Context: an optimization exercise on an open-source flow, tuned for small area. The choices shown serve that exercise and are no tape-out recipe. The RTL was checked by simulation tests, not by an equivalence proof against the original design. Power figures rest on the tool's default switching activity, not on a simulated workload.

[flow/run.sh]
#!/bin/bash
# synth_recipe.tcl (not shown) runs the flow's synth.tcl, then flattens the netlist and writes it again
# the make line also repeats each setting of config.mk as NAME=value (left out here)
make -C /OpenROAD-flow-scripts/flow DESIGN_CONFIG=/design/flow/config.mk WORK_HOME=/design/flow/orfs CLKGATE_MAP_FILE= SYNTH_SCRIPT=/design/flow/synth_recipe.tcl finish
[flow/config.mk]
export PLATFORM = sky130hd
export DESIGN_NAME = memory_1r1w_write_first
export DESIGN_NICKNAME = memory_1r1w_write_first
export VERILOG_FILES = /design/flow/design.v
export SDC_FILE = /design/flow/constraint.sdc
export NUM_CORES = 4
export LEC_CHECK = 0
export CAP_MARGIN = 20
export CORE_MARGIN = 2
export CORE_UTILIZATION = 40
export SLEW_MARGIN = 20
[flow/constraint.sdc]
create_clock -name core_clock -period 8.0 [get_ports {clock}]
set_input_delay 1.6000 -clock core_clock [delete_from_list [all_inputs] [get_ports {clock}]]
set_output_delay 1.6000 -clock core_clock [all_outputs]
set_load 0.01 [all_outputs]
[flow/design.v]
package memory_pkg;
    localparam int MEM_DEPTH = 32;
    localparam int MEM_WIDTH = 64;
    typedef enum logic {INIT, READY} init_state_e;
    function automatic logic byte_parity(input logic [7:0] b);
        return (^b);
    endfunction
endpackage
module memory_init_seq
#(
    parameter int DEPTH  = memory_pkg::MEM_DEPTH,
    parameter int ADDR_W = $clog2(DEPTH)
) (
    input  logic              clock,
    input  logic              reset,
    output logic              busy,
    output logic              init_we,
    output logic [ADDR_W-1:0] init_addr
);
    localparam logic [ADDR_W-1:0] LAST = ADDR_W'(DEPTH - 1);
    memory_pkg::init_state_e       state;
    logic [ADDR_W-1:0] cnt;
    always_ff @(posedge clock or negedge reset) begin
        if (!reset) begin
            state <= memory_pkg::INIT;
            cnt   <= '0;
        end else if (state == memory_pkg::INIT) begin
            if (cnt == LAST) state <= memory_pkg::READY;
            else             cnt   <= cnt + ADDR_W'(1);
        end
    end
    assign busy      = (state == memory_pkg::INIT);
    assign init_we   = busy;
    assign init_addr = cnt;
endmodule
module memory_1r1w_write_first
#(
    parameter int DEPTH  = memory_pkg::MEM_DEPTH,
    parameter int WIDTH  = memory_pkg::MEM_WIDTH,
    parameter int ADDR_W = $clog2(DEPTH)
) (
    input  logic                 clock,
    input  logic                 reset,
    input  logic                 ren,
    input  logic [ADDR_W-1:0]    raddr,
    output logic                 rvalid,
    output logic [WIDTH-1:0]     rdata,
    output logic                 rerr,
    input  logic                 wen,
    input  logic [ADDR_W-1:0]    waddr,
    input  logic [WIDTH-1:0]     wdata,
    input  logic [WIDTH/8-1:0]   wmask,
    output logic                 busy
);
    localparam int NB = WIDTH / 8;
    localparam logic [ADDR_W:0] DEPTH_C = (ADDR_W + 1)'(DEPTH);
    logic [WIDTH-1:0]  mem [DEPTH];
    logic              init_we;
    logic [ADDR_W-1:0] init_addr;
    memory_init_seq #(.DEPTH(DEPTH), .ADDR_W(ADDR_W)) u_init (
        .clock     (clock),
        .reset     (reset),
        .busy      (busy),
        .init_we   (init_we),
        .init_addr (init_addr)
    );
    logic rd_ok, wr_ok, rd_act, wr_act, fwd_hit;
    assign rd_ok   = ({1'b0, raddr} < DEPTH_C);
    assign wr_ok   = ({1'b0, waddr} < DEPTH_C);
    assign rd_act  = !busy && ren;
    assign wr_act  = !busy && wen && wr_ok;
    assign fwd_hit = wr_act && (waddr == raddr);
    logic [WIDTH-1:0] rd_word, rd_next;
    logic [NB-1:0]    fwd_byte;
    always_comb begin
        rd_word = rd_ok ? mem[raddr] : '0;
        for (int i = 0; i < NB; i++) begin
            fwd_byte[i]        = fwd_hit && wmask[i];
            rd_next[i*8 +: 8]  = fwd_byte[i] ? wdata[i*8 +: 8] : rd_word[i*8 +: 8];
        end
    end
    always_ff @(posedge clock) begin
        if (init_we) begin
            mem[init_addr] <= '0;
        end else if (wr_act) begin
            for (int i = 0; i < NB; i++)
                if (wmask[i]) begin
                    mem[waddr][i*8 +: 8] <= wdata[i*8 +: 8];
                end
        end
    end
    always_ff @(posedge clock or negedge reset) begin
        if (!reset) begin
            rvalid <= 1'b0;
            rdata  <= '0;
        end else begin
            rvalid <= rd_act;
            if (rd_act) rdata <= rd_next;
        end
    end
    assign rerr = 1'b0;
endmodule
==> summary.txt <==
Timing
  • Slew @ Worst Pin: 1.14 ns
  • Fin. Hold Viols: 0
  • Post-Route Setup TNS: 0 ns
  • Max Clock Skew: 0.0379 ns
  • Crit share post-route: 0.711
  • Max transition margin: 0.238
  • Tmin final: 5.69 ns
  • Slew Limit Fails: 0
  • Setup violations, final: 0
  • RSZ-0062 raised after global routing: false
  • Final critical-path setup slack: 2.31 ns
  • F_max: 176 MHz

Cells and area
  • Fill cell count: 17,300
  • Commonest non-fill, non-tap cell in the layout: edfxtp_1
  • Storage cell area: 63,300 um^2
  • Area delta synth->final: 14.4%
  • Final #Nets: 4,661
  • Most frequent cells in the layout: 2,048 x edfxtp_1, 384 x mux4_2, 350 x nor2_1, 343 x mux2i_1, 210 x clkbuf_16
  • Footprint of the multi-input gates: 19,100 um^2
  • Layout cells sized above 1: 0.189

Floorplan
  • Io pins: 153
  • DIE HEIGHT: 461 um
  • Full die area: 213,000 um^2
  • Die X: 461 um
  • Core Area: 207,000 um^2
  • Row count: 167
  • Starting density of the core: 0.403

Setup path
  • Crit path max fanout: 38
  • Crit-path slowest cell: clkdlybuf4s50_1
  • Critical Path RT: 8.46 ns
  • Reg2reg start: u_init.state
  • CP Class: input port to register
  • Top delay family on crit path: simple AND/OR/NAND/NOR gates
  • Top cell by count, worst path: nand2_1
  • CP bufs+invs: 2
  • CP Capture Type: register
  • CP Launch Type: input port
  • Worst setup startpoint: wen
  • Worst EP arrival: 6.15 ns
  • CP max stage delay: 0.99 ns
  • Cell Chain, Critical Path: clkdlybuf4s50_1 -> nand2_1 -> a21oi_4 -> buf_4 -> nand3_1 -> o21ai_1 -> nand2_1 -> nor2_1

Clock network
  • Clk sink count: 2,119
  • Worst skew pair latency: 0.86 ns
  • Clk pin slew, worst setup/hold paths: 0.06 ns
  • H-tree levels: 4
  • Postcts setup bufs: 0
  • Cts hold-fix bufs: 0
  • Clk buf depth: 3
  • Resized Gates After CTS: 0
  • Root buffer cell: clkbuf_16
  • CTS tree: done
  • Cts bufs inserted: 209

GRT
  • Vias in the first global route: 43,600
  • Total track usage: 0.220
  • GRT Residual Overflow: 0
  • Initial antenna violation count: 8
  • First-pass GRT wire length: 331 mm
  • Largest net degree at the start of global routing: 99

Logic synthesis
  • FFs w/ async S/R, synth: 0.0335
  • Post-Syn Nets: 4,442
  • Post-synthesis sequential area ratio: 0.757
  • Dominant synthesized flop cell: edfxtp_1
  • Synth top area cells: edfxtp_1 74%, mux4_2 10%, mux2i_1 4.1%
  • Synth Instances: 4,354
  • Synth Register Bits: 2,119
  • Ys Warns: 2
  • Unique masters post-synth: 59
  • Syn Area/Cell: 19.2 um^2
  • Post-synth EDFFs: 2,048
  • Synth area leader: edfxtp_1
  • Area share of the largest cell type after synthesis: 0.736
  • Synth Cell Area: 83,600 um^2

Routing
  • TritonRoute pass-1 iters: 6
  • Vias per inst: 5.80
  • DRT Wirelength: 234 mm
  • ANT nets after route: 0
  • Initial DRC count: 5,172
  • DRC: 0
  • Wirelength per Cell: 31.1 um
  • DR vias: 43,800

Placement
  • GPL Wtd Cong: 0.832
  • Dpl hpwl: 143 mm
  • PortBufs: 151
  • Worst slack at placement: 1.53 ns

Worst hold path
  • Hold Path Origin: rdata[45]
  • Min-Delay Path Class: register to register

Power
  • Pwr Total: 23.8 mW
  • Leakage power: 33.4 nW
  • Power per cell area: 249 nW/um^2
  • Peak supply drop: 192 uV

Outcome
  • Outcome: complete, no violations

Flow run
  • Max-Cap Viols: 0
routing by layer:
metal,global-route usage,vias up,share of wire
met5,0,-,0.00016
met4,0.0886,6,0.041
met3,0.0414,363,0.084
met2,0.345,2068,0.47
met1,0.303,23200,0.40
li1,-,18200,-
worst reg2reg max path, cell delays in order (launching register included):
cell and delay (ns):
dfrtp_1 0.38, nand2_1 0.14, a21oi_4 0.56, buf_4 0.60
nand3_1 0.14, o21ai_1 0.32, nand2_1 0.76, nor2_1 0.90
kinds of logic after synthesis:
kind of cell,Yosys count,share of synthesized area
fa+ha+maj,2,0.000299
flops,2119,0.757
mux,730,0.145
simple gates,684,0.0363
xor+xnor,4,0.000509
other cells,1,0.0000449
compound gates,535,0.0446
buf+inv,279,0.0164
where the power goes:
part | total, mW | internal [mW] | leakage (nW) | switching (mW)
Combinational | 1.41 | 0.486 | 7.95 | 0.920
Sequential | 12.3 | 12.2 | 22.1 | 0.0452
Clock | 10.1 | 5.89 | 3.43 | 4.23
state kept, by name, indices dropped and copies added, names as in the netlist:
register	cells
u_init.state	1
rdata	64
u_init.cnt	5
rvalid	1
mem	2048
final cells by class:
| type | count | share of cell area |
|---|---|---|
| clock inverter | 127 | 0.0167 |
| timing repair buffer | 279 | 0.0269 |
| clock buffer | 260 | 0.0575 |
| sequential | 2119 | 0.662 |
| inverter | 8 | 0.000445 |
| antenna | 8 | 0.000209 |
| multi-input combinational | 1956 | 0.200 |
| tap | 2788 | 0.0365 |
cell usage after synthesis (6+ instances only):
library cell and n:
edfxtp_1 2048, mux4_2 384, nor2_1 353, mux2i_1 343, o21ai_0 164, nand2_1 160, clkbuf_1 155, a221oi_1 106
a21oi_1 85, dfrtp_1 71, and2_1 67, a221o_1 61, buf_4 49, buf_2 40, nor3_1 32, and3_1 27
a22oi_1 25, o21ai_1 20, buf_1 15, buf_6 12, nand2b_1 11, o311a_1 10, a31oi_1 9, o31ai_1 9
a21o_1 7, a221oi_2 7, o211ai_1 7, a211oi_1 6, inv_1 6
stage by stage:
stage	utilization	cells	cell area, um^2	hold WS (ns)
after floorplan	-	4354	83600	0.516
final	0.461	7545	95600	0.478
after global placement	0.426	7150	88500	0.466
after global routing	0.461	7540	95600	0.510
after detailed placement	0.427	7150	88500	0.471
after CTS	0.461	7537	95600	0.485
worst paths after layout:
path,end,slack (ns),cells after the start
worst max register to register,mem[21][53],3.83,7
max in group asynchronous,rdata[24],5.86,2
worst min-delay path,rdata[45],0.48,2
worst min register to register,rdata[45],0.48,2
min in group asynchronous,rdata[63],0.74,1
worst max-delay path,mem[21][53],2.31,8

-- what the ideal ports hide --
The results above use ideal ports. As a check the final layout listed here was re-extracted and re-timed, cells and wires unchanged. Step 1: set_driving_cell puts a clkbuf_16 on clock and a buf_2 on each other input, an assumption about the parent block. Step 2 also shifts input and output timing later by t, the mid clock arrival at the registers, as if the neighbouring blocks saw the same clock. Slacks: ideal ports / drivers / drivers and shift; pairs: ideal ports / drivers.
t (ns): 0.934
setup slack, ns: 2.313 / 2.386 / 1.451
worst register clock-pin slew, ns: 0.07 / 0.07
worst slew at a driven data input, ns: 0.38
After both steps this run still meets setup and hold. For this run, drivers alone change the setup slack by +0.073 ns; drivers and shift together by -0.862 ns.
